This design comes from an exercise in tuning for small area and few clock cycles per item on the open sky130 flow, not from production work.
In this exercise RTL edits were held to simulation tests only and were not proved equivalent to the original.
Power figures rest on the tool's default switching activity, not on a simulated workload.

### flow/design.v
`default_nettype none
package bc_pkg;
	localparam int BC_MAX_DIM = 4096;
	localparam int BC_CFG_W   = 13;
	localparam int BC_ADDR_W  = 3;
	localparam logic [1:0] MODE_DXT1 = 2'd0;
	localparam logic [1:0] MODE_DXT3 = 2'd1;
endpackage
`default_nettype wire
`default_nettype none
module bc_lane
(
	input  wire logic [1:0]       mode,
	input  wire logic [2:0][7:0]  e0,
	input  wire logic [2:0][7:0]  e1,
	input  wire logic [2:0][7:0]  c2,
	input  wire logic [2:0][7:0]  c3,
	input  wire logic             transp,
	input  wire logic             agt,
	input  wire logic [7:0]       abase,
	input  wire logic [7:0][7:0]  qt,
	input  wire logic [1:0]       sel,
	input  wire logic [3:0]       nib,
	input  wire logic [2:0]       aidx,
	output logic      [31:0]      texel
);
	logic [2:0]  u;
	logic [7:0]  a3;
	logic [7:0]  alpha;
	logic [23:0] color;
	function automatic logic [7:0] add8(input logic [7:0] a, input logic [7:0] b);
		logic c;
		c = 1'b0;
		for (int i = 0; i < 8; i++) begin
			add8[i] = a[i] ^ b[i] ^ c;
			c       = (a[i] & b[i]) | (a[i] & c) | (b[i] & c);
		end
	endfunction
	always_comb begin
		if (agt) begin
			case (aidx)
				3'd0:    u = 3'd7;
				3'd1:    u = 3'd0;
				default: u = 3'd0 - aidx;
			endcase
		end else begin
			case (aidx)
				3'd0:    u = 3'd0;
				3'd1:    u = 3'd5;
				default: u = aidx - 3'd1;
			endcase
		end
		a3 = add8(abase, qt[u]);
		if (!agt && aidx == 3'd6) begin
			a3 = 8'h00;
		end else if (!agt && aidx == 3'd7) begin
			a3 = 8'hFF;
		end
		case (mode)
			2'd0:    alpha = (transp && sel == 2'd3) ? 8'h00 : 8'hFF;
			2'd1:    alpha = {nib, nib};
			default: alpha = a3;
		endcase
		case (sel)
			2'd0:    color = {e0[2], e0[1], e0[0]};
			2'd1:    color = {e1[2], e1[1], e1[0]};
			2'd2:    color = {c2[2], c2[1], c2[0]};
			default: color = {c3[2], c3[1], c3[0]};
		endcase
		texel = {alpha, color};
	end
endmodule
`default_nettype wire
`default_nettype none
module bc_palette
(
	input  wire logic [31:0]      color_ends,
	input  wire logic             interp3,
	output logic      [2:0][7:0]  e0,
	output logic      [2:0][7:0]  e1,
	output logic      [2:0][7:0]  c2,
	output logic      [2:0][7:0]  c3
);
	localparam logic [255:0] G5_T = 256'h55524f4d4a4744423f3c393734312e2c292623211e1b181613100d0b08050200;
	function automatic logic [7:0] g5(input logic [4:0] v);
		g5 = G5_T[8 * v +: 8];
	endfunction
	localparam logic [63:0] M5_T = 64'h1818181818181818;
	function automatic logic [1:0] m5(input logic [4:0] v);
		m5 = M5_T[2 * v +: 2];
	endfunction
	localparam logic [511:0] G6_T = 512'h555352514f4e4d4b4a494746454342413f3e3c3b3a383736343332302f2e2c2b29282725242321201f1d1c1b19181715141211100e0d0c0a0908060504020100;
	function automatic logic [7:0] g6(input logic [5:0] v);
		g6 = G6_T[8 * v +: 8];
	endfunction
	localparam logic [127:0] M6_T = 128'h24924924492492499249249224924924;
	function automatic logic [1:0] m6(input logic [5:0] v);
		m6 = M6_T[2 * v +: 2];
	endfunction
	function automatic logic [7:0] add8(input logic [7:0] a, input logic [7:0] b, input logic ci);
		logic c;
		c = ci;
		for (int i = 0; i < 8; i++) begin
			add8[i] = a[i] ^ b[i] ^ c;
			c       = (a[i] & b[i]) | (a[i] & c) | (b[i] & c);
		end
	endfunction
	function automatic logic cge3(input logic [1:0] a, input logic [1:0] b);
		cge3 = (a != 2'd0 && b == 2'd2) || (a == 2'd2 && b != 2'd0);
	endfunction
	always_comb begin
		for (int ch = 0; ch < 3; ch++) begin
			logic [7:0] gx, fx, gy, fy, x2, y2;
			logic [1:0] mx, my, m2x, m2y;
			logic       k2;
			if (ch == 1) begin
				e0[ch] = {color_ends[10:5],  color_ends[10:9]};
				e1[ch] = {color_ends[26:21], color_ends[26:25]};
				gx = g6(color_ends[10:5]);
				mx = m6(color_ends[10:5]);
				gy = g6(color_ends[26:21]);
				my = m6(color_ends[26:21]);
			end else begin
				e0[ch] = {color_ends[15 - 11 * (ch / 2) -: 5], color_ends[15 - 11 * (ch / 2) -: 3]};
				e1[ch] = {color_ends[31 - 11 * (ch / 2) -: 5], color_ends[31 - 11 * (ch / 2) -: 3]};
				gx = g5(color_ends[15 - 11 * (ch / 2) -: 5]);
				mx = m5(color_ends[15 - 11 * (ch / 2) -: 5]);
				gy = g5(color_ends[31 - 11 * (ch / 2) -: 5]);
				my = m5(color_ends[31 - 11 * (ch / 2) -: 5]);
			end
			fx = {gx[6:0], mx == 2'd2};
			fy = {gy[6:0], my == 2'd2};
			m2x = {mx[0], mx[1]};
			m2y = {my[0], my[1]};
			if (interp3) begin
				x2 = fx;
				y2 = gy;
				k2 = cge3(m2x, my);
			end else begin
				x2 = {1'b0, e0[ch][7:1]};
				y2 = {1'b0, e1[ch][7:1]};
				k2 = e0[ch][0] & e1[ch][0];
			end
			c2[ch] = add8(x2, y2, k2);
			c3[ch] = interp3 ? add8(gx, fy, cge3(mx, m2y)) : 8'h00;
		end
	end
endmodule
`default_nettype wire
`default_nettype none
module bc_alpha_diff
(
	input  wire logic [15:0] alpha_ends,
	output logic             agt,
	output logic      [7:0]  base,
	output logic      [7:0]  d
);
	logic [7:0] a0, a1, d01, d10;
	logic       c01, c10;
	always_comb begin
		a0 = alpha_ends[7:0];
		a1 = alpha_ends[15:8];
		c01 = 1'b1;
		c10 = 1'b1;
		for (int i = 0; i < 8; i++) begin
			d01[i] = a0[i] ^ !a1[i] ^ c01;
			c01    = (a0[i] & !a1[i]) | (a0[i] & c01) | (!a1[i] & c01);
			d10[i] = a1[i] ^ !a0[i] ^ c10;
			c10    = (a1[i] & !a0[i]) | (a1[i] & c10) | (!a0[i] & c10);
		end
		agt  = !c10;
		base = agt ? a1 : a0;
		d    = agt ? d01 : d10;
	end
endmodule
module bc_alpha_div
(
	input  wire logic       agt,
	input  wire logic [7:0] d,
	output logic      [5:0] q,
	output logic      [2:0] r
);
	logic [3:0] x;
	logic [7:0] qq;
	always_comb begin
		r = 3'd0;
		for (int i = 7; i >= 0; i--) begin
			x = {r, d[i]};
			if (agt) begin
				qq[i] = x >= 4'd7;
				r     = 3'(qq[i] ? x - 4'd7 : x);
			end else begin
				qq[i] = x >= 4'd5;
				r     = 3'(qq[i] ? x - 4'd5 : x);
			end
		end
		q = qq[5:0];
	end
endmodule
module bc_alpha_table
(
	input  wire logic            agt,
	input  wire logic [5:0]      q,
	input  wire logic [2:0]      r,
	output logic      [7:0][7:0] qt
);
	localparam logic [383:0] FRACU_T = 384'h1ac68816344011a4400d2240091200049000000000000000005888004688004688003440002240001200000000000000;
	function automatic logic [2:0] fracu(input logic [6:0] v);
		fracu = FRACU_T[3 * v +: 3];
	endfunction
	always_comb begin
		for (int u = 0; u < 8; u++) begin
			qt[u] = 8'(u * 32'(q)) + 8'(fracu({agt, 3'(u), r}));
		end
	end
endmodule
`default_nettype wire
`default_nettype none
import bc_pkg::*;
module bc1_bc2_bc3_block_decoder
#(
	parameter int MAX_DIM = bc_pkg::BC_MAX_DIM
) (
	input  wire logic                 clk,
	input  wire logic                 arst_n,
	input  wire logic                 blk_valid,
	output logic                      blk_stall,
	input  wire logic [149:0]         blk_data,
	output logic                      row_valid,
	input  wire logic                 row_stall,
	output logic      [156:0]         row_data,
	input  wire logic                 psel,
	input  wire logic                 penable,
	input  wire logic                 pwrite,
	input  wire logic [bc_pkg::BC_ADDR_W-1:0] paddr,
	input  wire logic [31:0]          pwdata,
	output logic      [31:0]          prdata,
	output logic                      pready
);
	logic [BC_CFG_W-1:0] width_q, height_q;
	logic        busy_q;
	logic [1:0]  row_cnt_q;
	logic        last, take, accept;
	logic [1:0]  mode_q;
	logic [9:0]  col_q, brow_q;
	logic [63:16] aw_q;
	logic [63:0]  cw_q;
	logic [17:0]  al_q;
	logic         i3_q;
	logic         i3_d, agt_d;
	logic [7:0]   base_d, d_d;
	logic         pv_q, agt_p;
	logic [7:0]   base_p, d_p;
	logic [5:0]   q_p;
	logic [2:0]   r_p;
	logic [7:0][7:0] qt;
	logic [2:0][7:0] e0, e1, c2, c3;
	logic [15:0]     aw_lo;
	logic [7:0]       cidx_row;
	logic [15:0]      nib_row;
	logic [11:0]      aidx_row;
	logic [3:0][31:0] texel;
	logic [3:0]       mask;
	logic [11:0]      py;
	logic [10:0]      wq;
	logic [1:0]       wr;
	logic             col_lt, col_eq, y_in;
	always_ff @(posedge clk or negedge arst_n) begin
		if (!arst_n) begin
			width_q  <= BC_CFG_W'(4);
			height_q <= BC_CFG_W'(4);
		end else if (psel && penable && pwrite) begin
			if (paddr[2]) begin
				height_q <= pwdata[BC_CFG_W-1:0];
			end else begin
				width_q  <= pwdata[BC_CFG_W-1:0];
			end
		end
	end
	assign pready = 1'b1;
	assign prdata = paddr[2] ? 32'(height_q) : 32'(width_q);
	assign last      = (row_cnt_q == 2'd3);
	assign take      = busy_q && !row_stall;
	assign blk_stall = !pv_q || (busy_q && !(take && last));
	assign accept    = blk_valid && !blk_stall;
	always_ff @(posedge clk or negedge arst_n) begin
		if (!arst_n) begin
			busy_q    <= 1'b0;
			row_cnt_q <= 2'd0;
			pv_q      <= 1'b0;
		end else begin
			pv_q   <= blk_valid && !accept;
			busy_q <= accept || (busy_q && !(take && last));
			if (take) begin
				row_cnt_q <= row_cnt_q + 2'd1;
			end
		end
	end
	assign i3_d = (blk_data[149:148] != MODE_DXT1) || (blk_data[15:0] > blk_data[31:16]);
	bc_alpha_diff u_alpha_diff (
		.alpha_ends (blk_data[79:64]),
		.agt        (agt_d),
		.base       (base_d),
		.d          (d_d)
	);
	bc_alpha_div u_alpha_div (
		.agt (agt_p),
		.d   (d_p),
		.q   (q_p),
		.r   (r_p)
	);
	always_ff @(posedge clk) begin
		agt_p  <= agt_d;
		base_p <= base_d;
		d_p    <= d_d;
		if (accept) begin
			mode_q <= blk_data[149:148];
			col_q  <= blk_data[147:138];
			brow_q <= blk_data[137:128];
			aw_q   <= blk_data[127:80];
			cw_q   <= blk_data[63:0];
			i3_q   <= i3_d;
			al_q   <= blk_data[149] ? {agt_p, r_p, q_p, base_p} : {2'b00, blk_data[79:64]};
		end
	end
	bc_alpha_table u_alpha_table (
		.agt (al_q[17]),
		.q   (al_q[13:8]),
		.r   (al_q[16:14]),
		.qt  (qt)
	);
	bc_palette u_palette (
		.color_ends (cw_q[31:0]),
		.interp3    (i3_q),
		.e0         (e0),
		.e1         (e1),
		.c2         (c2),
		.c3         (c3)
	);
	assign aw_lo    = al_q[15:0];
	assign cidx_row = cw_q[32 + 8 * row_cnt_q +: 8];
	assign nib_row  = (row_cnt_q == 2'd0) ? aw_lo : aw_q[16 * row_cnt_q +: 16];
	assign aidx_row = aw_q[16 + 12 * row_cnt_q +: 12];
	for (genvar k = 0; k < 4; k++) begin : g_lane
		bc_lane u_lane (
			.mode   (mode_q),
			.e0     (e0),
			.e1     (e1),
			.c2     (c2),
			.c3     (c3),
			.transp (!i3_q),
			.agt    (al_q[17]),
			.abase  (al_q[7:0]),
			.qt     (qt),
			.sel    (cidx_row[2*k +: 2]),
			.nib    (nib_row[4*k +: 4]),
			.aidx   (aidx_row[3*k +: 3]),
			.texel  (texel[k])
		);
	end
	always_comb begin
		py = {brow_q, row_cnt_q};
		if (width_q >= BC_CFG_W'(MAX_DIM)) begin
			wq = 11'(MAX_DIM / 4);
			wr = 2'd0;
		end else begin
			wq = {1'b0, width_q[11:2]};
			wr = width_q[1:0];
		end
		col_lt = {1'b0, col_q} < wq;
		col_eq = {1'b0, col_q} == wq;
		for (int k = 0; k < 4; k++) begin
			mask[k] = col_lt || (col_eq && (2'(k) < wr));
		end
		y_in = (height_q >= BC_CFG_W'(MAX_DIM)) || ({1'b0, py} < height_q);
		mask = y_in ? mask : 4'b0000;
	end
	assign row_valid = busy_q;
	assign row_data  = {col_q, 2'b00, py, texel[0], texel[1], texel[2], texel[3], mask, last};
endmodule
`default_nettype wire
### flow/flow/run.sh
#!/bin/bash
# Own layout flow: the standard ORFS flow, with an area-oriented logic synthesis.
# The only changes are in a copy of ORFS's scripts folder:
#   - synth.tcl: no extract_fa (full/half adder extraction) and no Kogge-Stone carry map, so
#     adders stay ripple-carry logic that ABC optimizes with the rest;
#   - abc_area.script: ABC restructures (deepsyn), then maps twice for area under a 3 ns delay target, without buffer/upsize.
# and the ports are buffered with the smallest buffer (buf_1) instead of clkdlybuf4s50_1.
# Registers, their names and the rest of the flow are unchanged. Each tool's log is kept in
# orfs/logs (ORFS) and in the make logs written here.
set -euo pipefail
W=$PWD
S=$W/flow_scripts
rm -rf "$S"
mkdir -p "$S"
cp -r "$FLOW_HOME/scripts/." "$S/"
cp "$W/flow/abc_area.script" "$S/abc_area.script"
python3 - "$S/synth.tcl" <<'PY'
import sys
p = sys.argv[1]
s = open(p).read()
a = "  extract_fa {*}[dont_use_extract_fa_args]\n"
b = '    "-extra-map $::env(FLOW_HOME)/platforms/common/lcu_kogge_stone.v"]'
assert a in s and b in s
s = s.replace(a, "").replace(b, "    ]")
open(p, "w").write(s)
PY
bash standard.sh SCRIPTS_DIR="$S" BUFFER_PORTS_ARGS="-buffer_cell sky130_fd_sc_hd__buf_1" finish > "$W/make_flow.log" 2>&1
### flow/flow/abc_area.script
strash
&get -n
&deepsyn -T 180
&put
dch
map -D 3000
strash
dch
map -D 3000
topo
### flow/standard.sh
#!/bin/bash
# synth_recipe.tcl (not shown) runs the flow's synth.tcl, then flattens the netlist and writes it again
# the make line also repeats each setting of config.mk as NAME=value (left out here)
make -C /OpenROAD-flow-scripts/flow DESIGN_CONFIG=/design/flow/config.mk WORK_HOME=/design/flow/orfs CLKGATE_MAP_FILE= SYNTH_SCRIPT=/design/flow/synth_recipe.tcl "${@:-finish}"
### flow/config.mk
export PLATFORM = sky130hd
export DESIGN_NAME = bc1_bc2_bc3_block_decoder
export DESIGN_NICKNAME = bc1_bc2_bc3_block_decoder
export VERILOG_FILES = /design/flow/design.v
export SDC_FILE = /design/flow/constraint.sdc
export NUM_CORES = 4
export LEC_CHECK = 0
export ABC_AREA = 1
export CAP_MARGIN = 20
export CORE_MARGIN = 2
export CORE_UTILIZATION = 40
export GPL_TIMING_DRIVEN = 0
export SETUP_SLACK_MARGIN = 0.1
export SLEW_MARGIN = 20
### flow/constraint.sdc
create_clock -name core_clock -period 7.0 [get_ports {clk}]
set_input_delay 1.4000 -clock core_clock [delete_from_list [all_inputs] [get_ports {clk}]]
set_output_delay 1.4000 -clock core_clock [all_outputs]
set_load 0.01 [all_outputs]
==> impl_results.md <==
- Post-route DRC: 0
- Leak: 7.81 nW
- Metal-1 WL: 31,200 um
- Final core utilization: 0.504
- CTS max path bufs: 2
- NumNets Final: 3,181
- Synth unique cells: 48
- Largest net degree at the start of global routing: 44
- Clock sinks: 200
- Global-route wire length before repair: 114,000 um
- Max_slew headroom: 0.196
- Clk Latency, worst-skew pair: 0.50 ns
- Synth area leader: edfxtp_1
- Max Clk Rate: 147 MHz
- Wirelength, routed: 78,100 um
- Met2 wire length: 35,000 um
- Commonest cells in the netlist: nor2_1, nand2_1, clkinv_1
- Top post-synthesis cells by area: edfxtp_1, nor2_1, nand2_1
- DR vias: 21,100
- Final hold vios: 0
- Reg area: 5690 um^2
- Routability cong.: 0.979
- Max Cap Viol: 0
- Antenna violations before repair: 11
- Die area: 44,600 um^2
- Core area: 42,100 um^2
- CTS tree: done
- Pins Over Slew Limit: 0
- RSZ-0062 raised after global routing: yes
- Syn Area/Cell: 6.78 um^2
- Gr usage total: 0.339
- CP Capture Type: output pin
- Power Density: 536 nW/um^2
- Max FO, Critical Path: 14
- HP Class: flop to flop
- Starting Density: 0.408
- Final Critical Period: 6.79 ns
- DP HPWL: 59,300 um
- Vias in the first global route: 19,100
- I/O Pins: 384
- Slack of the critical path: 0.214 ns
- P&R area growth vs syn: 23.5%
- Post-synth ARST share: 0.150
- Pre-CTS WS: -1.58 ns
- Worst Max-Slew Pin Slew: 1.20 ns
- Cell Area, Synth: 17,200 um^2
- DR vias/cell: 5.94
- WL met3: 7970 um
- Post-DRT Antenna Nets: 0
- CP Launch Type: flop
- Top cell type's share of synthesized area: 0.267
- Setup Skew: 0.00941 ns
- H-Tree Depth: 4
- Synth Flop Type: edfxtp_1
- Fin crit share: 0.969
- Sequential fraction of the synthesis area: 0.331
- Clock Pin Slew Worst Setup and Hold Paths: 0.09 ns
- Setup-failing EPs final: 0
- Syn. warnings: 6
- GRT overflow: 0
- Initial DRC Count: 2,245
- Uppermost layer routed: met5
- Site row count: 75
- Post-synth EDFFs: 153
- Cts bufs inserted: 17
- Worst vdd ir: 0.355 mV
- WL/cell: 22.0 um
- Cells after Synth: 2,532
- Fill cells: 4,293
- CP Class: flop to output pin
- Critical path required time: 5.60 ns
- Die height: 211 um
- Root Buffer Master: clkbuf_16
- Multi-input gate area: 10,500 um^2
- Layout cells sized above 1: 0.109
- Setup TNS: 0 ns
- Die width: 211 um
- Crit path arrival time: 5.39 ns
- Drt pass-1 iters: 6
- Outcome: finished clean
- Hold_buf cts: 0
- Port bufs: 340
- FF+latch count, synth: 200
- Most frequent cell after synthesis: nor2_1
## routing by layer
metal | global-route usage | up-vias
li1 | - | 9848
met1 | 0.433 | 9804
met2 | 0.530 | 1176
met3 | 0.0876 | 233
met4 | 0.171 | 16
met5 | 0 | -
## worst max-delay path, stage by stage (launching register included)
cell,delay [ns]
dfrtp_2,0.42
buf_4,0.18
nor2_4,0.22
buf_4,0.26
a22oi_1,0.11
nand2_1,0.18
clkinv_1,0.11
nor2_1,0.87
clkinv_1,0.93
o21ai_0,0.46
nand2_1,0.22
a21oi_1,0.51
o21ai_0,0.22
buf_1,0.18
## sequential cells by signal (all words and copies together) (netlist names)
name / cells
base_p: 8
col_q: 10
brow_q: 10
mode_q: 2
height_q: 13
row_cnt_q: 2
i3_q: 1
pv_q: 1
width_q: 13
aw_q: 48
agt_p: 1
d_p: 8
cw_q: 64
busy_q: 1
al_q: 18
## layout make-up
cell class | count | area share
Multi-Input combinational cell | 1957 | 0.496
Sequential cell | 200 | 0.268
Timing Repair Buffer | 417 | 0.0952
Inverter | 373 | 0.0694
Tap cell | 539 | 0.0318
Clock buffer | 17 | 0.0200
Clock inverter | 15 | 0.0103
Buffer | 23 | 0.00814
Antenna cell | 5 | 0.000590
## logic make-up after synthesis
group,after synthesis,synth area share
flops,200,0.331
fa+ha+maj,1,0.000583
xor+xnor,75,0.0382
compound gates,784,0.285
other cells,2,0.000437
simple gates,1074,0.253
buf+inv,396,0.0916
## where the power goes
part / switching [mW] / total [mW] / leakage, nW / internal [mW]
Clock: 0.598 / 1.10 / 0.306 / 0.503
Combinational: 5.87 / 8.60 / 5.59 / 2.73
Sequential: 0.184 / 1.66 / 1.92 / 1.48
## worst paths after layout
| kind | startpoint | endpoint | slack (ns) | cells after the start |
|---|---|---|---|---|
| max in group asynchronous | arst_n | row_cnt_q[0] | 5.57 | 1 |
| setup reg to reg | agt_p | al_q[15] | 2.51 | 22 |
| min in group asynchronous | arst_n | height_q[12] | 0.93 | 1 |
| hold / removal | pv_q | pv_q | 0.47 | 1 |
| hold reg to reg | pv_q | pv_q | 0.47 | 1 |
| setup / recovery | row_cnt_q[0] | row_data[29] | 0.21 | 13 |
## through the flow
step | total power, mW | hold slack, ns | instances | area [um^2]
2_1_floorplan | 6.64 | 0.420 | 2552 | 17300
3_3_place_gp | 9.29 | 0.430 | 3431 | 19200
3_5_place_dp | 9.36 | 0.454 | 3442 | 19500
4_1_cts | 10.8 | 0.466 | 3497 | 20500
5_1_grt | 12.1 | 0.495 | 3542 | 21200
6_report | 11.4 | 0.467 | 3546 | 21200
## placed cells by master (no fill, tap or decap), drive strengths merged, types with 51 or more instances in the layout
cell type	n
buf	437
nand2	438
a22oi	79
clkinv	353
edfxtp	153
xor2	59
o22ai	108
nor2	457
nor3	73
a21oi	161
nand3	55
o221ai	51
o21ai	238
## timing repair
item                       in CTS  in global routing
gates resized for setup        85                122
buffers inserted               22                 44
setup endpoints to repair      47                 35
cloned                          1                  0
pin swaps                       8                 20
Testbench counts, summed over its fixed seeds: cycles 8,208, items 8,192.

[static timing again, ports no longer ideal]
Ports are ideal in the flow. The routed layout listed here was re-timed in OpenROAD. Step 1, drivers: a clkbuf_16 drives clk and a buf_2 each remaining input, both assumed. Step 2 times the ports against the registers' clock, not the clock port: input delays grow and output delays shrink by t, the midpoint of the rising clock arrivals with the driver on. a / b / c = ideal / step 1 / step 2; a / b = the first two.
shift t [ns]: 0.561
setup slack, ns: 0.214 / 0.153 / 0.714
worst hold slack (ns): 0.467 / 0.467 / 0.467
worst setup path at the end: register to output
worst data-port slew with drivers (ns): 0.12
After both steps this run still meets setup and hold. The setup slack of this run moves by -0.061 ns with the drivers and by +0.500 ns with both steps.
